This is an optimization exercise on Yosys and OpenROAD, whose aim is small area, a short achievable clock period and few clock cycles per item, not a production implementation. In this exercise RTL edits were held to simulation tests only and were not proved equivalent to the original. No activity file was given, so power comes from the tool's default toggle rates.

job 101:
==> module alu_exec_top, before the edit <==
module alu_exec_top (
  input  logic                           in_clk,
  input  logic                           in_rst,
  input  logic [alu_pkg::APB_ADDR_W-1:0] paddr_i,
  input  logic                           psel_i,
  input  logic                           penable_i,
  input  logic                           pwrite_i,
  input  logic [alu_pkg::XLEN-1:0]       pwdata_i,
  output logic [alu_pkg::XLEN-1:0]       prdata_o,
  output logic                           pready_o,
  output logic                           pslverr_o
);
  localparam int W = alu_pkg::XLEN;
  logic [alu_pkg::CTL_W-1:0]      dec_ctl;
  logic                           dec_use_imm;
  logic                           dec_lui;
  logic                           dec_illegal;
  logic [alu_pkg::CTL_W-1:0]      ctl;
  logic                           use_imm;
  logic                           lui;
  logic                           access;
  logic [alu_pkg::REG_ADDR_W-1:0] raddr_s;
  logic [alu_pkg::REG_ADDR_W-1:0] rs2;
  logic [alu_pkg::REG_ADDR_W-1:0] wreg;
  logic [alu_pkg::REG_ADDR_W-1:0] raddr;
  logic                           bus_wr;
  logic                           alu_go;
  logic [W-1:0]                   port;
  logic [W-1:0]                   imm;
  logic [W-1:0]                   opa_q;
  logic                           byp_q;
  logic [W-1:0]                   opa;
  logic [W-1:0]                   opb_q;
  logic [W-1:0]                   result;
  logic                           wb_pend_q;
  logic [alu_pkg::REG_ADDR_W-1:0] wb_addr_q;
  logic [W-1:0]                   wb_data_q;
  alu_decoder u_decoder (
    .instr_i   (pwdata_i),
    .ctl_o     (dec_ctl),
    .use_imm_o (dec_use_imm),
    .lui_o     (dec_lui),
    .illegal_o (dec_illegal)
  );
  alu_apb_slave u_apb_slave (
    .in_clk    (in_clk),
    .in_rst    (in_rst),
    .paddr_i   (paddr_i),
    .psel_i    (psel_i),
    .penable_i (penable_i),
    .pwrite_i  (pwrite_i),
    .pwdata_i  (pwdata_i),
    .ctl_i     (dec_ctl),
    .use_imm_i (dec_use_imm),
    .lui_i     (dec_lui),
    .illegal_i (dec_illegal),
    .pready_o  (pready_o),
    .pslverr_o (pslverr_o),
    .access_o  (access),
    .raddr_s_o (raddr_s),
    .rs2_o     (rs2),
    .wreg_o    (wreg),
    .bus_wr_o  (bus_wr),
    .alu_go_o  (alu_go),
    .ctl_o     (ctl),
    .use_imm_o (use_imm),
    .lui_o     (lui)
  );
  assign raddr = access ? rs2 : raddr_s;
  alu_regfile u_regfile (
    .in_clk  (in_clk),
    .in_rst  (in_rst),
    .raddr_i (raddr),
    .we_i    (wb_pend_q),
    .waddr_i (wb_addr_q),
    .wdata_i (wb_data_q),
    .rdata_o (port)
  );
  assign imm = lui ? {pwdata_i[31:12], 12'b0} : {{(W-12){pwdata_i[31]}}, pwdata_i[31:20]};
  assign opa = byp_q ? wb_data_q : opa_q;
  always_ff @(posedge in_clk) begin
    if (!access) begin
      byp_q <= alu_go && (raddr == wreg);
    end
    opa_q <= access ? opa : port;
    opb_q <= use_imm ? imm : port;
  end
  assign prdata_o = opa;
  alu_execute u_execute (
    .ctl_i    (ctl),
    .opa_i    (opa_q),
    .opb_i    (opb_q),
    .result_o (result)
  );
  always_ff @(posedge in_clk or negedge in_rst) begin
    if (!in_rst) begin
      wb_pend_q <= 1'b0;
    end else begin
      wb_pend_q <= alu_go | bus_wr;
    end
  end
  always_ff @(posedge in_clk) begin
    if (alu_go || bus_wr) begin
      wb_addr_q <= wreg;
      wb_data_q <= alu_go ? result : pwdata_i;
    end
  end
endmodule
==> flow/config.mk <==
export PLATFORM = sky130hd
export DESIGN_NAME = alu_exec_top
export DESIGN_NICKNAME = alu_exec_top
export VERILOG_FILES = /design/flow/design.v
export SDC_FILE = /design/flow/constraint.sdc
export NUM_CORES = 4
export LEC_CHECK = 0
export CAP_MARGIN = 20
export CELL_PAD_IN_SITES_DETAIL_PLACEMENT = 1
export CELL_PAD_IN_SITES_GLOBAL_PLACEMENT = 2
export CORE_MARGIN = 2
export CORE_UTILIZATION = 47
export CTS_BUF_LIST = sky130_fd_sc_hd__clkbuf_8
export CTS_CLUSTER_DIAMETER = 50
export CTS_CLUSTER_SIZE = 16
export PLACE_DENSITY = 0.65
export SETUP_SLACK_MARGIN = 4.3
export SLEW_MARGIN = 20
==> flow/constraint.sdc <==
create_clock -name core_clock -period 8.0 [get_ports {in_clk}]
set_input_delay 1.6000 -clock core_clock [delete_from_list [all_inputs] [get_ports {in_clk}]]
set_output_delay 1.6000 -clock core_clock [all_outputs]
set_load 0.01 [all_outputs]
standard.sh (not shown) runs the stock make flow with config.mk's settings and CLKGATE_MAP_FILE= SYNTH_SCRIPT=/design/flow/synth_recipe.tcl, a recipe that flattens the netlist after the stock synthesis.
==> flow/flow/run.sh <==
#!/bin/bash
# The standard layout with extra ORFS settings on make's command line
set -euo pipefail
bash standard.sh 'BUFFER_PORTS_ARGS=-buffer_cell sky130_fd_sc_hd__buf_4' finish > make_finish.log 2>&1
Job 101: all stages complete, timing, DRC and antenna checks passed
Testbench counts of job 101, summed over its fixed seeds: cycles 49,008, transfers 24,504.
The inputs of job 102 differ from those of job 101 as listed below.
-- flow/design.v --
<<< job 101, line 323
  assign opa = byp_q ? wb_data_q : opa_q;
  always_ff @(posedge in_clk) begin
    if (!access) begin
      byp_q <= alu_go && (raddr == wreg);
    end
    opa_q <= access ? opa : port;
    opb_q <= use_imm ? imm : port;
>>> job 102, line 323
  assign opa = byp_q ? wb_data_q : opa_q;
  always_ff @(posedge in_clk) begin
    byp_q <= alu_go && (raddr == wreg);
    opa_q <= access ? opa : port;
    opb_q <= use_imm ? imm : port;
<<< job 101, line 344
  end
  always_ff @(posedge in_clk) begin
    if (alu_go || bus_wr) begin
      wb_addr_q <= wreg;
      wb_data_q <= alu_go ? result : pwdata_i;
    end
  end
endmodule
>>> job 102, line 342
  end
  always_ff @(posedge in_clk) begin
    wb_addr_q <= wreg;
    wb_data_q <= alu_go ? result : pwdata_i;
  end
endmodule
Notes after the runs:
- Run comparison: job 101 classification of the worst setup path flip-flop to output pin; job 102 classification of the worst setup path input pin to flip-flop
- Job 102 against job 101: via count of the first global-routing pass moved up; setup slack moved up; total routed wire length on the met1 layer moved down; buffers inserted during post-CTS setup optimization moved down.
- Looking at power of the combinational group, job 102 sits 7.3% below job 101.
- For compound-gate portion of the synthesized area, job 102 and job 101 come out practically identical.
- Compared with job 101, in job 102 synthesized cell count grew by 0.80%; final critical-path share of the clock period held steady; clock buffer count in the final layout grew by 1.
- Total wirelength of the detailed-routed design was higher in the run labelled job 101.
- Compare job 101 and job 102 | cell depth of the worst setup path higher: job 102
- Between job 102 and job 101, the height of the die does not differ in any meaningful way.
Testbench counts of job 102, summed over its fixed seeds: cycles 49,008, transfers 24,504.

* * *

run 1:
RTL: one of the versions met above, not the one the previous note started from.
For scale: roughly 3300 cells after synthesis, roughly 1200 flip-flops, roughly 49000 µm² of cells after synthesis.
==> module alu_exec_top, before the edit <==
module alu_exec_top (
  input  logic                           in_clk,
  input  logic                           in_rst,
  input  logic [alu_pkg::APB_ADDR_W-1:0] paddr_i,
  input  logic                           psel_i,
  input  logic                           penable_i,
  input  logic                           pwrite_i,
  input  logic [alu_pkg::XLEN-1:0]       pwdata_i,
  output logic [alu_pkg::XLEN-1:0]       prdata_o,
  output logic                           pready_o,
  output logic                           pslverr_o
);
  localparam int W = alu_pkg::XLEN;
  logic [alu_pkg::CTL_W-1:0]      dec_ctl;
  logic                           dec_use_imm;
  logic                           dec_lui;
  logic                           dec_illegal;
  logic [alu_pkg::CTL_W-1:0]      ctl;
  logic                           use_imm;
  logic                           lui;
  logic                           access;
  logic [alu_pkg::REG_ADDR_W-1:0] raddr_s;
  logic [alu_pkg::REG_ADDR_W-1:0] rs2;
  logic [alu_pkg::REG_ADDR_W-1:0] wreg;
  logic [alu_pkg::REG_ADDR_W-1:0] raddr;
  logic                           bus_wr;
  logic                           alu_go;
  logic [W-1:0]                   port;
  logic [W-1:0]                   imm;
  logic [W-1:0]                   opa_q;
  logic                           byp_q;
  logic [W-1:0]                   opa;
  logic [W-1:0]                   opb_q;
  logic [W-1:0]                   result;
  logic                           wb_pend_q;
  logic [alu_pkg::REG_ADDR_W-1:0] wb_addr_q;
  logic [W-1:0]                   wb_data_q;
  alu_decoder u_decoder (
    .instr_i   (pwdata_i),
    .ctl_o     (dec_ctl),
    .use_imm_o (dec_use_imm),
    .lui_o     (dec_lui),
    .illegal_o (dec_illegal)
  );
  alu_apb_slave u_apb_slave (
    .in_clk    (in_clk),
    .in_rst    (in_rst),
    .paddr_i   (paddr_i),
    .psel_i    (psel_i),
    .penable_i (penable_i),
    .pwrite_i  (pwrite_i),
    .pwdata_i  (pwdata_i),
    .ctl_i     (dec_ctl),
    .use_imm_i (dec_use_imm),
    .lui_i     (dec_lui),
    .illegal_i (dec_illegal),
    .pready_o  (pready_o),
    .pslverr_o (pslverr_o),
    .access_o  (access),
    .raddr_s_o (raddr_s),
    .rs2_o     (rs2),
    .wreg_o    (wreg),
    .bus_wr_o  (bus_wr),
    .alu_go_o  (alu_go),
    .ctl_o     (ctl),
    .use_imm_o (use_imm),
    .lui_o     (lui)
  );
  assign raddr = access ? rs2 : raddr_s;
  alu_regfile u_regfile (
    .in_clk  (in_clk),
    .in_rst  (in_rst),
    .raddr_i (raddr),
    .we_i    (wb_pend_q),
    .waddr_i (wb_addr_q),
    .wdata_i (wb_data_q),
    .rdata_o (port)
  );
  assign imm = lui ? {pwdata_i[31:12], 12'b0} : {{(W-12){pwdata_i[31]}}, pwdata_i[31:20]};
  assign opa = byp_q ? wb_data_q : opa_q;
  always_ff @(posedge in_clk) begin
    byp_q <= alu_go && (raddr == wreg);
    opa_q <= access ? opa : port;
    opb_q <= use_imm ? imm : port;
  end
  assign prdata_o = opa;
  alu_execute u_execute (
    .ctl_i    (ctl),
    .opa_i    (opa_q),
    .opb_i    (opb_q),
    .result_o (result)
  );
  always_ff @(posedge in_clk or negedge in_rst) begin
    if (!in_rst) begin
      wb_pend_q <= 1'b0;
    end else begin
      wb_pend_q <= alu_go | bus_wr;
    end
  end
  always_ff @(posedge in_clk) begin
    wb_addr_q <= wreg;
    wb_data_q <= alu_go ? result : pwdata_i;
  end
endmodule
==> flow/config.mk <==
export PLATFORM = sky130hd
export DESIGN_NAME = alu_exec_top
export DESIGN_NICKNAME = alu_exec_top
export VERILOG_FILES = /design/flow/design.v
export SDC_FILE = /design/flow/constraint.sdc
export NUM_CORES = 4
export LEC_CHECK = 0
export CAP_MARGIN = 20
export CELL_PAD_IN_SITES_DETAIL_PLACEMENT = 1
export CELL_PAD_IN_SITES_GLOBAL_PLACEMENT = 2
export CORE_MARGIN = 2
export CORE_UTILIZATION = 47
export CTS_BUF_LIST = sky130_fd_sc_hd__clkbuf_8
export CTS_CLUSTER_DIAMETER = 50
export CTS_CLUSTER_SIZE = 16
export PLACE_DENSITY = 0.65
export SETUP_SLACK_MARGIN = 4
export SLEW_MARGIN = 20
==> flow/constraint.sdc <==
create_clock -name core_clock -period 8.0 [get_ports {in_clk}]
set_input_delay 1.6000 -clock core_clock [delete_from_list [all_inputs] [get_ports {in_clk}]]
set_output_delay 1.6000 -clock core_clock [all_outputs]
set_load 0.01 [all_outputs]
Scripts as last shown in full above: flow/flow/run.sh
Run 1 | status: complete | timing, DRC, antenna: pass
Testbench counts of run 1, summed over its fixed seeds: cycles 49,008, transfers 24,504.
Input changes introduced in run 2 (baseline for comparison: run 1):
--- a/flow/design.v
+++ b/flow/design.v
@@ -323,5 +323,7 @@
   assign opa = byp_q ? wb_data_q : opa_q;
   always_ff @(posedge in_clk) begin
-    byp_q <= alu_go && (raddr == wreg);
+    if (!access) begin
+      byp_q <= alu_go && (raddr == wreg);
+    end
     opa_q <= access ? opa : port;
     opb_q <= use_imm ? imm : port;
@@ -342,6 +344,8 @@
   end
   always_ff @(posedge in_clk) begin
-    wb_addr_q <= wreg;
-    wb_data_q <= alu_go ? result : pwdata_i;
+    if (alu_go || bus_wr) begin
+      wb_addr_q <= wreg;
+      wb_data_q <= alu_go ? result : pwdata_i;
+    end
   end
 endmodule
[summary]
Of run 2 and run 1, run 1 shows the lower iteration-0 DRC count of the detailed router, with run 2 above it.
Diff run 1 -> run 2: area added between synthesis and finish went up; synthesized cell count went down.
Relative to run 1, share of final-layout standard cells stronger than drive strength 1 decreased by 0.63 points in run 2.
Taking run 1 as the reference, in run 2 count of clock-net buffers in the final layout went down; fmax moved up; leakage power total saw little to no change.
From run 1 to run 2 the numbers moved as follows: smallest hold slack has increased; placed cell count comparable; minimum clock period after layout shrank by 110 ps.
a221oi_1 as the slowest cell on the critical path was reported by run 1, and a211o_1 by run 2.
After detailed routing, run 1 needs less wire than run 2.
Run 2 ends up with higher area of combinational cells with multiple inputs than run 1 does.
Testbench counts of run 2, summed over its fixed seeds: cycles 49,008, transfers 24,504.

-- static timing again, ports no longer ideal --
In the flow no input, the clock included, has a driving cell. The finished layouts below were timed again as built, in two steps.
Step 1 sets driving cells, clkbuf_16 on the clock port and buf_2 on the other inputs (assumed; they add their load-dependent delay and slew).
Step 2 moves the port delays by t, midway between the first and last clock arrival at a register: inputs arrive t later, outputs are due t later. That takes back most of the time a late clock gives input paths.
a / b / c = ideal / step 1 / step 2; a / b = the first two.
run	shift t [ns]	setup slack, ns	hold slack, ns	pins driven straight from the clock port
job 101	0.885	4.148 / 4.070 / 3.184	0.447 / 0.447 / 0.447	1
job 102	0.902	4.153 / 4.126 / 3.224	0.366 / 0.366 / 0.366	1
run 1	0.897	3.842 / 3.872 / 2.976	0.381 / 0.381 / 0.381	1
run 2	0.867	3.948 / 3.983 / 3.116	0.466 / 0.466 / 0.466	1
After both steps every run listed still meets setup and hold. The setup slack of job 101, which loses most, moves by -0.078 ns with the drivers and by -0.964 ns with both steps.
